Source: an optimization exercise on an open RTL-to-GDS flow (aim: a short achievable clock period and few clock cycles). Production flows keep margins and buffers that such runs may drop. Function was checked by simulation only, so behaviour that the tests miss may differ from the original. Power is estimated from default activity; no workload was simulated.

==> flow/design.v <==
package riscvPkg;
    localparam int XLEN        = 32;
    localparam int REG_ADDR_W  = 5;
    localparam logic [XLEN-1:0] INITIAL_PC  = 32'h0040_0000;
    localparam logic [XLEN-1:0] INSTR_BYTES = 32'd4;
    localparam logic [XLEN-1:0] NOP_INSTR = 32'h0000_0013;
    localparam logic [6:0] OP_RTYPE  = 7'b0110011;
    localparam logic [6:0] OP_ITYPE  = 7'b0010011;
    localparam logic [6:0] OP_LOAD   = 7'b0000011;
    localparam logic [6:0] OP_STORE  = 7'b0100011;
    localparam logic [6:0] OP_BRANCH = 7'b1100011;
    localparam logic [2:0] F3_ADD = 3'b000;
    localparam logic [2:0] F3_SLL = 3'b001;
    localparam logic [2:0] F3_SLT = 3'b010;
    localparam logic [2:0] F3_XOR = 3'b100;
    localparam logic [2:0] F3_SR  = 3'b101;
    localparam logic [2:0] F3_OR  = 3'b110;
    localparam logic [2:0] F3_AND = 3'b111;
    localparam logic [2:0] F3_BEQ = 3'b000;
    localparam logic [2:0] F3_BNE = 3'b001;
    localparam logic [2:0] F3_BLT = 3'b100;
    localparam logic [2:0] F3_BGE = 3'b101;
    localparam logic [6:0] F7_ALT = 7'b0100000;
    typedef enum logic [3:0] {
        aluAdd,
        aluSub,
        aluAnd,
        aluOr,
        aluXor,
        aluSll,
        aluSrl,
        aluSra,
        aluSlt
    } aluOp_t;
    typedef enum logic [1:0] {
        none,
        fromMem,
        fromWb
    } fwdSel_t;
    typedef struct packed {
        logic [XLEN-1:0]       pc;
        logic [REG_ADDR_W-1:0] rs1;
        logic [REG_ADDR_W-1:0] rs2;
        logic [REG_ADDR_W-1:0] rd;
        logic [XLEN-1:0]       rs1Data;
        logic [XLEN-1:0]       rs2Data;
        logic [XLEN-1:0]       imm;
        logic                  useImm;
        aluOp_t                aluOp;
        logic [2:0]            funct3;
        logic                  regWrite;
        logic                  memRead;
        logic                  memWrite;
        logic                  isBranch;
    } idExBus_t;
    typedef struct packed {
        logic [XLEN-1:0]       aluResult;
        logic [XLEN-1:0]       storeData;
        logic [REG_ADDR_W-1:0] rd;
        logic                  regWrite;
        logic                  memRead;
        logic                  memWrite;
        logic                  branchTaken;
        logic [XLEN-1:0]       branchTarget;
    } exMemBus_t;
    typedef struct packed {
        logic [XLEN-1:0]       aluResult;
        logic [REG_ADDR_W-1:0] rd;
        logic                  regWrite;
        logic                  memToReg;
    } memWbBus_t;
    typedef struct packed {
        logic [XLEN-1:0] addr;
        logic [XLEN-1:0] writeData;
        logic            read;
        logic            write;
    } dataMemReq_t;
endpackage
import riscvPkg::*;
module fetchUnit (
    input  logic            clk,
    input  logic            rst,
    input  logic            stall,
    input  logic            flush,
    input  logic            redirect,
    input  logic [XLEN-1:0] redirectPc,
    input  logic [XLEN-1:0] instr,
    output logic [XLEN-1:0] pc,
    output logic [XLEN-1:0] ifInstr,
    output logic [XLEN-1:0] ifPc
);
    always_ff @(posedge clk) begin
        if (rst) begin
            pc <= INITIAL_PC;
        end else if (redirect) begin
            pc <= redirectPc;
        end else if (!stall) begin
            pc <= pc + INSTR_BYTES;
        end
    end
    always_ff @(posedge clk) begin
        if (rst || flush) begin
            ifInstr <= NOP_INSTR;
        end else if (!stall) begin
            ifInstr <= instr;
        end
    end
    always_ff @(posedge clk) begin
        if (!stall) begin
            ifPc <= pc;
        end
    end
endmodule
import riscvPkg::*;
module instrDecoder (
    input  logic                  clk,
    input  logic                  rst,
    input  logic [XLEN-1:0]       ifInstr,
    input  logic [XLEN-1:0]       ifPc,
    input  logic                  stall,
    input  logic                  flush,
    output logic [REG_ADDR_W-1:0] rs1,
    output logic [REG_ADDR_W-1:0] rs2,
    output logic                  rs1Used,
    output logic                  rs2Used,
    input  logic [XLEN-1:0]       rdData1,
    input  logic [XLEN-1:0]       rdData2,
    output riscvPkg::idExBus_t              idEx
);
    logic [6:0] opcode;
    logic [2:0] funct3;
    logic [6:0] funct7;
    riscvPkg::idExBus_t   decoded;
    assign opcode = ifInstr[6:0];
    assign funct3 = ifInstr[14:12];
    assign funct7 = ifInstr[31:25];
    assign rs1Used = (opcode == OP_RTYPE || opcode == OP_ITYPE || opcode == OP_LOAD || opcode == OP_STORE || opcode == OP_BRANCH);
    assign rs2Used = (opcode == OP_RTYPE || opcode == OP_STORE || opcode == OP_BRANCH);
    assign rs1     = rs1Used ? ifInstr[19:15] : '0;
    assign rs2     = rs2Used ? ifInstr[24:20] : '0;
    always_comb begin
        decoded          = '0;
        decoded.pc       = ifPc;
        decoded.rs1      = rs1;
        decoded.rs2      = rs2;
        decoded.rs1Data  = rdData1;
        decoded.rs2Data  = rdData2;
        decoded.funct3   = funct3;
        decoded.regWrite = (opcode == OP_RTYPE || opcode == OP_ITYPE || opcode == OP_LOAD);
        decoded.memRead  = (opcode == OP_LOAD);
        decoded.memWrite = (opcode == OP_STORE);
        decoded.isBranch = (opcode == OP_BRANCH);
        decoded.useImm   = (opcode == OP_ITYPE || opcode == OP_LOAD || opcode == OP_STORE);
        decoded.rd       = decoded.regWrite ? ifInstr[11:7] : '0;
        case (opcode)
            OP_STORE:
                decoded.imm = {{20{ifInstr[31]}}, ifInstr[31:25], ifInstr[11:7]};
            OP_BRANCH:
                decoded.imm = {{19{ifInstr[31]}}, ifInstr[31], ifInstr[7],
                               ifInstr[30:25], ifInstr[11:8], 1'b0};
            default:
                decoded.imm = {{20{ifInstr[31]}}, ifInstr[31:20]};
        endcase
        decoded.aluOp = aluAdd;
        if (opcode == OP_RTYPE || opcode == OP_ITYPE) begin
            case (funct3)
                F3_ADD: begin
                    if (opcode == OP_RTYPE && funct7 == F7_ALT) begin
                        decoded.aluOp = aluSub;
                    end
                end
                F3_SLL: decoded.aluOp = aluSll;
                F3_SLT: decoded.aluOp = aluSlt;
                F3_XOR: decoded.aluOp = aluXor;
                F3_SR:  decoded.aluOp = (funct7 == F7_ALT) ? aluSra : aluSrl;
                F3_OR:  decoded.aluOp = aluOr;
                F3_AND: decoded.aluOp = aluAnd;
                default: decoded.aluOp = aluAdd;
            endcase
        end
    end
    always_ff @(posedge clk) begin
        idEx <= decoded;
        if (rst || stall || flush) begin
            idEx.regWrite <= 1'b0;
            idEx.memRead  <= 1'b0;
            idEx.memWrite <= 1'b0;
            idEx.isBranch <= 1'b0;
        end
    end
endmodule
import riscvPkg::*;
module regFile (
    input  logic                  clk,
    input  logic [REG_ADDR_W-1:0] rs1,
    input  logic [REG_ADDR_W-1:0] rs2,
    output logic [XLEN-1:0]       rdData1,
    output logic [XLEN-1:0]       rdData2,
    input  riscvPkg::memWbBus_t             wb,
    input  logic [XLEN-1:0]       wbData
);
    logic [XLEN-1:0] regs [2**REG_ADDR_W];
    logic            writeEn;
    assign writeEn = wb.regWrite && (wb.rd != '0);
    always_ff @(posedge clk) begin
        if (writeEn) begin
            regs[wb.rd] <= wbData;
        end
    end
    always_comb begin
        rdData1 = (rs1 == '0) ? '0 : (writeEn && wb.rd == rs1) ? wbData : regs[rs1];
        rdData2 = (rs2 == '0) ? '0 : (writeEn && wb.rd == rs2) ? wbData : regs[rs2];
    end
endmodule
import riscvPkg::*;
module hazardControl (
    input  logic [REG_ADDR_W-1:0] rs1,
    input  logic [REG_ADDR_W-1:0] rs2,
    input  logic                  rs1Used,
    input  logic                  rs2Used,
    input  riscvPkg::idExBus_t              idEx,
    input  riscvPkg::exMemBus_t             exMem,
    input  riscvPkg::memWbBus_t             memWb,
    input  logic                  redirect,
    output logic                  stall,
    output logic                  flush,
    output logic                  iMemRead,
    output riscvPkg::fwdSel_t               fwdA,
    output riscvPkg::fwdSel_t               fwdB
);
    logic loadUse;
    function automatic riscvPkg::fwdSel_t pickSource(input logic [REG_ADDR_W-1:0] src,
                                                     input logic memRegWrite,
                                                     input logic memMemRead,
                                                     input logic [REG_ADDR_W-1:0] memRd,
                                                     input logic wbRegWrite,
                                                     input logic [REG_ADDR_W-1:0] wbRd);
        pickSource = none;
        if (src != '0) begin
            if (memRegWrite && !memMemRead && memRd == src) begin
                pickSource = fromMem;
            end else if (wbRegWrite && wbRd == src) begin
                pickSource = fromWb;
            end
        end
    endfunction
    assign loadUse = idEx.memRead && (idEx.rd != '0) &&
                     ((rs1Used && rs1 == idEx.rd) || (rs2Used && rs2 == idEx.rd));
    assign flush    = redirect;
    assign stall    = loadUse && !redirect;
    assign iMemRead = !stall;
    assign fwdA = pickSource(idEx.rs1, exMem.regWrite, exMem.memRead, exMem.rd,
                             memWb.regWrite, memWb.rd);
    assign fwdB = pickSource(idEx.rs2, exMem.regWrite, exMem.memRead, exMem.rd,
                             memWb.regWrite, memWb.rd);
endmodule
import riscvPkg::*;
module executeUnit (
    input  logic            clk,
    input  logic            rst,
    input  riscvPkg::idExBus_t        idEx,
    input  riscvPkg::fwdSel_t         fwdA,
    input  riscvPkg::fwdSel_t         fwdB,
    input  logic [XLEN-1:0] memResult,
    input  logic [XLEN-1:0] wbData,
    input  logic            flush,
    output riscvPkg::exMemBus_t       exMem
);
    logic [XLEN-1:0] opA;
    logic [XLEN-1:0] opB;
    logic [XLEN-1:0] aluB;
    logic [XLEN-1:0] aluResult;
    logic            condMet;
    function automatic logic [XLEN-1:0] fwdMux(riscvPkg::fwdSel_t sel, logic [XLEN-1:0] regVal,
                                               logic [XLEN-1:0] memVal,
                                               logic [XLEN-1:0] wbVal);
        case (sel)
            fromMem: fwdMux = memVal;
            fromWb:  fwdMux = wbVal;
            default: fwdMux = regVal;
        endcase
    endfunction
    assign opA  = fwdMux(fwdA, idEx.rs1Data, memResult, wbData);
    assign opB  = fwdMux(fwdB, idEx.rs2Data, memResult, wbData);
    assign aluB = idEx.useImm ? idEx.imm : opB;
    always_comb begin
        case (idEx.aluOp)
            aluSub:  aluResult = opA - aluB;
            aluAnd:  aluResult = opA & aluB;
            aluOr:   aluResult = opA | aluB;
            aluXor:  aluResult = opA ^ aluB;
            aluSll:  aluResult = opA << aluB[4:0];
            aluSrl:  aluResult = opA >> aluB[4:0];
            aluSra:  aluResult = $unsigned($signed(opA) >>> aluB[4:0]);
            aluSlt:  aluResult = {{(XLEN-1){1'b0}}, $signed(opA) < $signed(aluB)};
            default: aluResult = opA + aluB;
        endcase
    end
    always_comb begin
        case (idEx.funct3)
            F3_BEQ:  condMet = (opA == opB);
            F3_BNE:  condMet = (opA != opB);
            F3_BLT:  condMet = ($signed(opA) < $signed(opB));
            F3_BGE:  condMet = ($signed(opA) >= $signed(opB));
            default: condMet = 1'b0;
        endcase
    end
    always_ff @(posedge clk) begin
        exMem.aluResult    <= aluResult;
        exMem.storeData    <= opB;
        exMem.rd           <= idEx.rd;
        exMem.branchTarget <= idEx.pc + idEx.imm;
        if (rst || flush) begin
            exMem.regWrite    <= 1'b0;
            exMem.memRead     <= 1'b0;
            exMem.memWrite    <= 1'b0;
            exMem.branchTaken <= 1'b0;
        end else begin
            exMem.regWrite    <= idEx.regWrite;
            exMem.memRead     <= idEx.memRead;
            exMem.memWrite    <= idEx.memWrite;
            exMem.branchTaken <= idEx.isBranch && condMet;
        end
    end
endmodule
import riscvPkg::*;
module memWriteback (
    input  logic            clk,
    input  logic            rst,
    input  riscvPkg::exMemBus_t       exMem,
    input  logic [XLEN-1:0] dReadData,
    output riscvPkg::dataMemReq_t     dataReq,
    output logic            redirect,
    output logic [XLEN-1:0] redirectPc,
    output riscvPkg::memWbBus_t       memWb,
    output logic [XLEN-1:0] wbData
);
    always_comb begin
        dataReq.addr      = exMem.aluResult;
        dataReq.writeData = exMem.storeData;
        dataReq.read      = exMem.memRead;
        dataReq.write     = exMem.memWrite;
    end
    assign redirect   = exMem.branchTaken;
    assign redirectPc = exMem.branchTarget;
    always_ff @(posedge clk) begin
        memWb.aluResult <= exMem.aluResult;
        memWb.rd        <= exMem.rd;
        if (rst) begin
            memWb.regWrite <= 1'b0;
            memWb.memToReg <= 1'b0;
        end else begin
            memWb.regWrite <= exMem.regWrite;
            memWb.memToReg <= exMem.memRead;
        end
    end
    assign wbData = memWb.memToReg ? dReadData : memWb.aluResult;
endmodule
import riscvPkg::*;
module riscvCore (
    input  logic            clk,
    input  logic            rst,
    input  logic [XLEN-1:0] instr,
    input  logic [XLEN-1:0] dReadData,
    output logic [XLEN-1:0] pc,
    output logic            iMemRead,
    output logic [XLEN-1:0] dAddr,
    output logic [XLEN-1:0] dWriteData,
    output logic            dRead,
    output logic            dWrite
);
    riscvPkg::dataMemReq_t dataReq;
    logic [XLEN-1:0]       ifInstr;
    logic [XLEN-1:0]       ifPc;
    logic [REG_ADDR_W-1:0] rs1;
    logic [REG_ADDR_W-1:0] rs2;
    logic                  rs1Used;
    logic                  rs2Used;
    logic [XLEN-1:0]       rdData1;
    logic [XLEN-1:0]       rdData2;
    riscvPkg::idExBus_t              idEx;
    riscvPkg::exMemBus_t             exMem;
    riscvPkg::memWbBus_t             memWb;
    logic [XLEN-1:0]       wbData;
    logic                  stall;
    logic                  flush;
    logic                  redirect;
    logic [XLEN-1:0]       redirectPc;
    riscvPkg::fwdSel_t               fwdA;
    riscvPkg::fwdSel_t               fwdB;
    fetchUnit u_fetch (
        .clk       (clk),
        .rst       (rst),
        .stall     (stall),
        .flush     (flush),
        .redirect  (redirect),
        .redirectPc(redirectPc),
        .instr     (instr),
        .pc        (pc),
        .ifInstr   (ifInstr),
        .ifPc      (ifPc)
    );
    instrDecoder u_decode (
        .clk    (clk),
        .rst    (rst),
        .ifInstr(ifInstr),
        .ifPc   (ifPc),
        .stall  (stall),
        .flush  (flush),
        .rs1    (rs1),
        .rs2    (rs2),
        .rs1Used(rs1Used),
        .rs2Used(rs2Used),
        .rdData1(rdData1),
        .rdData2(rdData2),
        .idEx   (idEx)
    );
    regFile u_regs (
        .clk    (clk),
        .rs1    (rs1),
        .rs2    (rs2),
        .rdData1(rdData1),
        .rdData2(rdData2),
        .wb     (memWb),
        .wbData (wbData)
    );
    hazardControl u_hazard (
        .rs1     (rs1),
        .rs2     (rs2),
        .rs1Used (rs1Used),
        .rs2Used (rs2Used),
        .idEx    (idEx),
        .exMem   (exMem),
        .memWb   (memWb),
        .redirect(redirect),
        .stall   (stall),
        .flush   (flush),
        .iMemRead(iMemRead),
        .fwdA    (fwdA),
        .fwdB    (fwdB)
    );
    executeUnit u_execute (
        .clk      (clk),
        .rst      (rst),
        .idEx     (idEx),
        .fwdA     (fwdA),
        .fwdB     (fwdB),
        .memResult(exMem.aluResult),
        .wbData   (wbData),
        .flush    (flush),
        .exMem    (exMem)
    );
    memWriteback u_memWb (
        .clk       (clk),
        .rst       (rst),
        .exMem     (exMem),
        .dReadData (dReadData),
        .dataReq   (dataReq),
        .redirect  (redirect),
        .redirectPc(redirectPc),
        .memWb     (memWb),
        .wbData    (wbData)
    );
    assign dAddr      = dataReq.addr;
    assign dWriteData = dataReq.writeData;
    assign dRead      = dataReq.read;
    assign dWrite     = dataReq.write;
endmodule
==> flow/run.sh <==
#!/bin/bash
# synth_recipe.tcl (not shown) runs the flow's synth.tcl, then flattens the netlist and writes it again
# the make line also repeats each setting of config.mk as NAME=value (left out here)
make -C /OpenROAD-flow-scripts/flow DESIGN_CONFIG=/design/flow/config.mk WORK_HOME=/design/flow/orfs CLKGATE_MAP_FILE= SYNTH_SCRIPT=/design/flow/synth_recipe.tcl finish
==> flow/config.mk <==
export PLATFORM = sky130hd
export DESIGN_NAME = riscvCore
export DESIGN_NICKNAME = riscvCore
export VERILOG_FILES = /design/flow/design.v
export SDC_FILE = /design/flow/constraint.sdc
export NUM_CORES = 4
export LEC_CHECK = 0
export CAP_MARGIN = 20
export CORE_MARGIN = 2
export CORE_UTILIZATION = 45
export PLACE_DENSITY = 0.6
export SLEW_MARGIN = 20
==> flow/constraint.sdc <==
create_clock -name core_clock -period 7.5 [get_ports {clk}]
set_input_delay 1.5000 -clock core_clock [delete_from_list [all_inputs] [get_ports {clk}]]
set_output_delay 1.5000 -clock core_clock [all_outputs]
set_load 0.01 [all_outputs]
==> reports/results.env <==
POST_CTS_RESIZE_COUNT=0
MAX-SLEW-MARGIN-REL_PCT=13.74
POWER.DENSITY_CELL_AREA_nW_PER_UM2=240.3
GPL.FINAL_WEIGHTED_CONGESTION=0.9968
WORST-SETUP-PATH-TYPE='register to register'
CRITICAL-PATH-TOP-DELAY-FAMILY='compound AO/OA/AOI/OAI gates'
PATH_CELLS='xnor2_1 -> nand2_1 -> nor4_1 -> ha_2 -> a22oi_1 -> o21ai_0 -> inv_1 -> ha_1 -> inv_1 -> fa_1 -> a211oi_1 -> o21a_1 -> o211ai_1 -> a31oi_1 -> buf_4 -> o311ai_0 -> nand2_1 -> o31a_1 -> nand2_1 -> mux2_2 -> a21oi_1 -> or3_1'
REPORT.POWER.TOTAL_mW=19.64
CTS.SINK_COUNT=1400
WORSTSKEWPAIRLATENCY_NS=0.81
WORST_IR_DROP_VDD_uV=221.7
POWER.SWITCHING_mW=5.579
DIE_W_UM=405.7
CELL_AREA_AFTER_SYNTHESIS_UM2=72620
FMAX_MHz=147.5
TIMING.CRITICAL_PATH.MODE_CELL='sky130_fd_sc_hd__nand2_1'
ROW_COUNT=147
DRC=0
FINAL.PERIOD_UTILIZATION_PCT=90.40
IOS=165
CTS.PATH.MAX_BUFFERS=3
FLOORPLAN.DIE_AREA_UM2=164600
CRIT_PATH_BUFFERS_INVERTERS=3
HPWL_UM=178200
GRT_FIRST_PASS_WIRELENGTH_UM=413800
ASYNC_RESET_FF_SHARE_PCT=0
POWER_SWITCHING_SHARE_PCT=28.41
POSTSYNTHAREAPERCELL_UM2=10.22
NUM_VIAS=61709
SYNTH_SEQUENTIAL_AREA_RATIO_PCT=53.15
ANTENNA_FOUND_INITIAL=8
FIN_NETS=7279
NUMBER_OF_DESIGN_RULE_VIOLATIONS_LEFT_BY_THE_FIRST_DETAILED_ROUTER_ITERATION=8948
INITIAL_CORE_UTIL_PCT=45.28
FINALMAXSLEWVIOLATIONS=0
RUN_STATUS='no timing/DRC/antenna violations'
SEQPWRFRAC_PCT=46.1
FIN_WORST_SKEW_NS=0.02943
WORST_SETUP_HOLD_PATH_CLK_SLEW_NS=0.06
CRIT_FANOUT=32
DRT-VIAS-PER-INSTANCE=6.614
FILLERS=14341
SYNTH_ENABLE_FLOP_CELLS=1056
SYNTH_TOP_FLOP_CELL='sky130_fd_sc_hd__edfxtp_1'
SETUP_TNS_NS=0
CAP_VIOL_MAX_COUNT=0
YOSYSUNIQUECELLTYPES=82
FIRST_GLOBAL_VIAS=58082
TRITONCTS='done'
SYNTH-WARNING-COUNT=6
HTREE_NUM_LEVELS=4
NUMBER_OF_BUFFER_CELLS_ADDED_ON_PRIMARY_PORTS=164
CLKPWRFRAC_PCT=38.8
INTERNAL_POWER_mW=14.06
PERIOD_MINUS_SLACK_NS=6.780
STARTPOINT_TYPE='register'
CRITPATHARRIVALTIME_NS=7.47
COMBPWRFRAC_PCT=15.1
WORST-ENDPOINT-REQUIRED_NS=8.19
MAXIMUM_NUMBER_OF_PINS_ON_ONE_NET_BEFORE_GLOBAL_ROUTE_REPAIR=117
POST_DRT_WL_PER_CELL_UM=31.41
GRT_OVERFLOW_TOTAL=0
SYN_INST=7107
WORST_PIN_SLEW_NS=1.274
POST_ROUTE_CELLS_DRIVE_ABOVE_1_SHARE_PCT=9.081
REPORT.FINAL.HOLD_VIOL_COUNT=0
TRACK_USAGE_PCT=34.60
POSTSYNTHREGISTERBITS=1400
POST_CTS_HOLD_BUFFER_COUNT=0
TOTAL_LEAKAGE_POWER_nW=28.26
PLACEABLECOREAREA_UM2=160400
CTS_BUFFERS=151
LARGEST_INCREMENTAL_DELAY_ON_THE_CRITICAL_PATH_NS=0.89
SETUP-VIOLATIONS-FINAL=0
DIE_HEIGHT_UM=405.7
CRITICAL_PATH_END_TYPE='register'
SETUP_REPAIR_AFTER_GLOBAL_ROUTING_MISSED_ITS_MARGIN='false'
FINAL_ANTENNA_NET_COUNT=0
HOLD_PATH.CLASS='register to register'
DRT-TOTAL-WL_UM=293100
DETAIL_ROUTE.FIRST_PASS.ITERATIONS=8
POSTCTSSETUPBUFFERS=0
CLOCK-ROOT-BUFFER='sky130_fd_sc_hd__clkbuf_16'
TIMING.CRITICAL_PATH.SLOWEST_STAGE_CELL='sky130_fd_sc_hd__ha_2'
AREA_DELTA_SYNTH_FINAL_PCT=12.52
## power by group through the flow
| stage | combinational [mW] | clock [mW] | sequential (mW) |
|---|---|---|---|
| after global placement | 2.84 | 0 | 9.21 |
| after detailed placement | 2.85 | 0 | 9.21 |
| final | 2.96 | 7.62 | 9.05 |
| after floorplan | 1.73 | 0 | 9.06 |
| after global routing | 3.11 | 7.99 | 9.06 |
| after CTS | 2.86 | 7.71 | 9.05 |
## synthesized netlist by cell type (20+ instances only)
library cell / count / share of area (%)
sky130_fd_sc_hd__nand4_1: 27 / 0.23
sky130_fd_sc_hd__mux2i_1: 395 / 5.4
sky130_fd_sc_hd__buf_2: 29 / 0.20
sky130_fd_sc_hd__o21a_1: 34 / 0.35
sky130_fd_sc_hd__a32oi_1: 123 / 1.5
sky130_fd_sc_hd__nor2_1: 339 / 1.8
sky130_fd_sc_hd__nand2b_1: 24 / 0.21
sky130_fd_sc_hd__inv_1: 178 / 0.92
sky130_fd_sc_hd__nor3_1: 62 / 0.43
sky130_fd_sc_hd__a21o_1: 33 / 0.34
sky130_fd_sc_hd__xnor2_1: 62 / 0.75
sky130_fd_sc_hd__clkbuf_1: 445 / 2.3
sky130_fd_sc_hd__nand2_1: 1195 / 6.2
sky130_fd_sc_hd__xor2_1: 34 / 0.41
sky130_fd_sc_hd__o211ai_1: 56 / 0.58
sky130_fd_sc_hd__a22oi_1: 76 / 0.79
sky130_fd_sc_hd__o311ai_0: 60 / 0.72
sky130_fd_sc_hd__nor2b_1: 83 / 0.71
sky130_fd_sc_hd__a21oi_1: 453 / 3.1
sky130_fd_sc_hd__a31oi_1: 145 / 1.2
sky130_fd_sc_hd__edfxtp_1: 1056 / 44
sky130_fd_sc_hd__dfxtp_1: 344 / 9.5
sky130_fd_sc_hd__o22ai_1: 129 / 1.1
sky130_fd_sc_hd__ha_1: 166 / 2.9
sky130_fd_sc_hd__buf_4: 68 / 0.70
sky130_fd_sc_hd__nand3_1: 312 / 2.2
sky130_fd_sc_hd__a211oi_1: 235 / 2.4
sky130_fd_sc_hd__o221ai_1: 83 / 1.0
sky130_fd_sc_hd__o21ai_0: 333 / 2.3
sky130_fd_sc_hd__mux2_2: 129 / 2.0
sky130_fd_sc_hd__o32ai_1: 76 / 0.92
sky130_fd_sc_hd__buf_1: 62 / 0.32
sky130_fd_sc_hd__and3_1: 20 / 0.17
## worst register-to-register path: cells and delay by family (launching register included)
family | cells | cell delay [ns]
buf+inv | 3 | 0.47
fa+ha+maj | 3 | 1.42
simple gates | 5 | 1.19
xor+xnor | 1 | 0.17
compound gates | 9 | 2.68
mux | 1 | 0.15
flops | 1 | 0.59
## cell usage in the layout (no fill, tap or decap), drive strengths merged, types with 129 or more instances in the layout
cell	netlist	layout
inv	185	190
edfxtp	1056	1056
mux2i	396	396
a21oi	453	453
a211oi	235	235
nor2	340	340
nand2	1195	1195
mux2	134	134
a31oi	145	145
o22ai	129	129
clkdlybuf4s50	0	164
nand3	312	312
clkbuf	445	199
o21ai	351	351
buf	168	202
dfxtp	344	344
ha	166	166
## layout make-up
class / count / area [µm²] / share of cell area (%)
Antenna cell: 1 / 2.502 / 0.003062
Clock buffer: 199 / 4135 / 5.060
Clock inverter: 79 / 903.4 / 1.105
Inverter: 186 / 740.7 / 0.9064
Multi-Input combinational cell: 4939 / 31210 / 38.19
Sequential cell: 1400 / 38620 / 47.26
Tap cell: 2160 / 2703 / 3.307
Timing Repair Buffer: 366 / 3408 / 4.171
## final timing paths
| check | from | end | slack [ns] | cells after the start |
|---|---|---|---|---|
| max | u_memWb.memWb[6]$_DFF_P_ | u_execute.exMem[101]$_DFF_P_ | 0.72 | 22 |
| min reg2reg | u_fetch.ifPc[0]$_DFFE_PN_ | u_decode.idEx[123]$_DFF_P_ | 0.33 | 0 |
| min | u_fetch.ifPc[0]$_DFFE_PN_ | u_decode.idEx[123]$_DFF_P_ | 0.33 | 0 |
| max reg2reg | u_memWb.memWb[6]$_DFF_P_ | u_execute.exMem[101]$_DFF_P_ | 0.72 | 22 |
## cells by family (layout without fill, tap and decap cells)
logic type,after synthesis,count (layout),synth area share [%]
flops,1400,1400,53.15
fa+ha+maj,169,169,2.943
xor+xnor,96,96,1.158
compound gates,1967,1967,17.90
other cells,1,33,0.005164
buf+inv,799,830,4.640
mux,531,531,7.598
simple gates,2144,2144,12.61
## routing by layer
metal,routed length (µm),global-route usage (%)
met5,51,0
met2,126800,52.13
met4,17980,18.75
met1,115900,47.03
met3,32410,6.688
## metrics by stage
step | hold WS, ns | util [%] | instances | setup WS, ns | cell area [µm²]
6_report | 0.3263 | 50.95 | 9330 | 0.7201 | 81720
4_1_cts | 0.3226 | 50.94 | 9329 | 0.9435 | 81710
2_1_floorplan | 0.3233 | - | 7138 | 1.621 | 72740
3_3_place_gp | 0.3241 | 47.79 | 9050 | 0.7061 | 76650
5_1_grt | 0.3446 | 50.95 | 9329 | 0.2703 | 81710
3_5_place_dp | 0.3269 | 47.80 | 9051 | 0.6305 | 76670
## sequential cells by signal, summed over array words and instances (netlist names)
| register | flops |
|---|---|
| u_execute.exMem | 105 |
| u_fetch.ifPc | 32 |
| u_decode.idEx | 136 |
| u_regs.regs | 1024 |
| u_fetch.pc | 32 |
| u_memWb.memWb | 39 |
| u_fetch.ifInstr | 32 |
Testbench counts, summed over its fixed seeds: cycles 309,733.

-- afterwards: timing with drivers on the ports --
The results above use ideal ports. As a check the final layout listed here was re-extracted and re-timed, cells and wires unchanged.
Step 1 (the two cells are an assumption about what drives the block):
set clk [get_ports {clk}]
set_driving_cell -lib_cell sky130_fd_sc_hd__clkbuf_16 $clk
set_driving_cell -lib_cell sky130_fd_sc_hd__buf_2 [delete_from_list [all_inputs] $clk]
Step 2 moves the port delays by t, midway between the first and last clock arrival at a register: inputs arrive t later, outputs are due t later. That takes back most of the time a late clock gives input paths.
Slacks: no drivers / after step 1 / after step 2; pairs: no drivers / after step 1.
t (ns): 0.877
setup WS [ns]: 0.720 / 0.720 / 0.457
slew at the worst register clock pin (ns): 0.07 / 0.07
After both steps this run still meets setup and hold. The setup slack of this run moves by 0.000 ns with the drivers and by -0.263 ns with both steps.
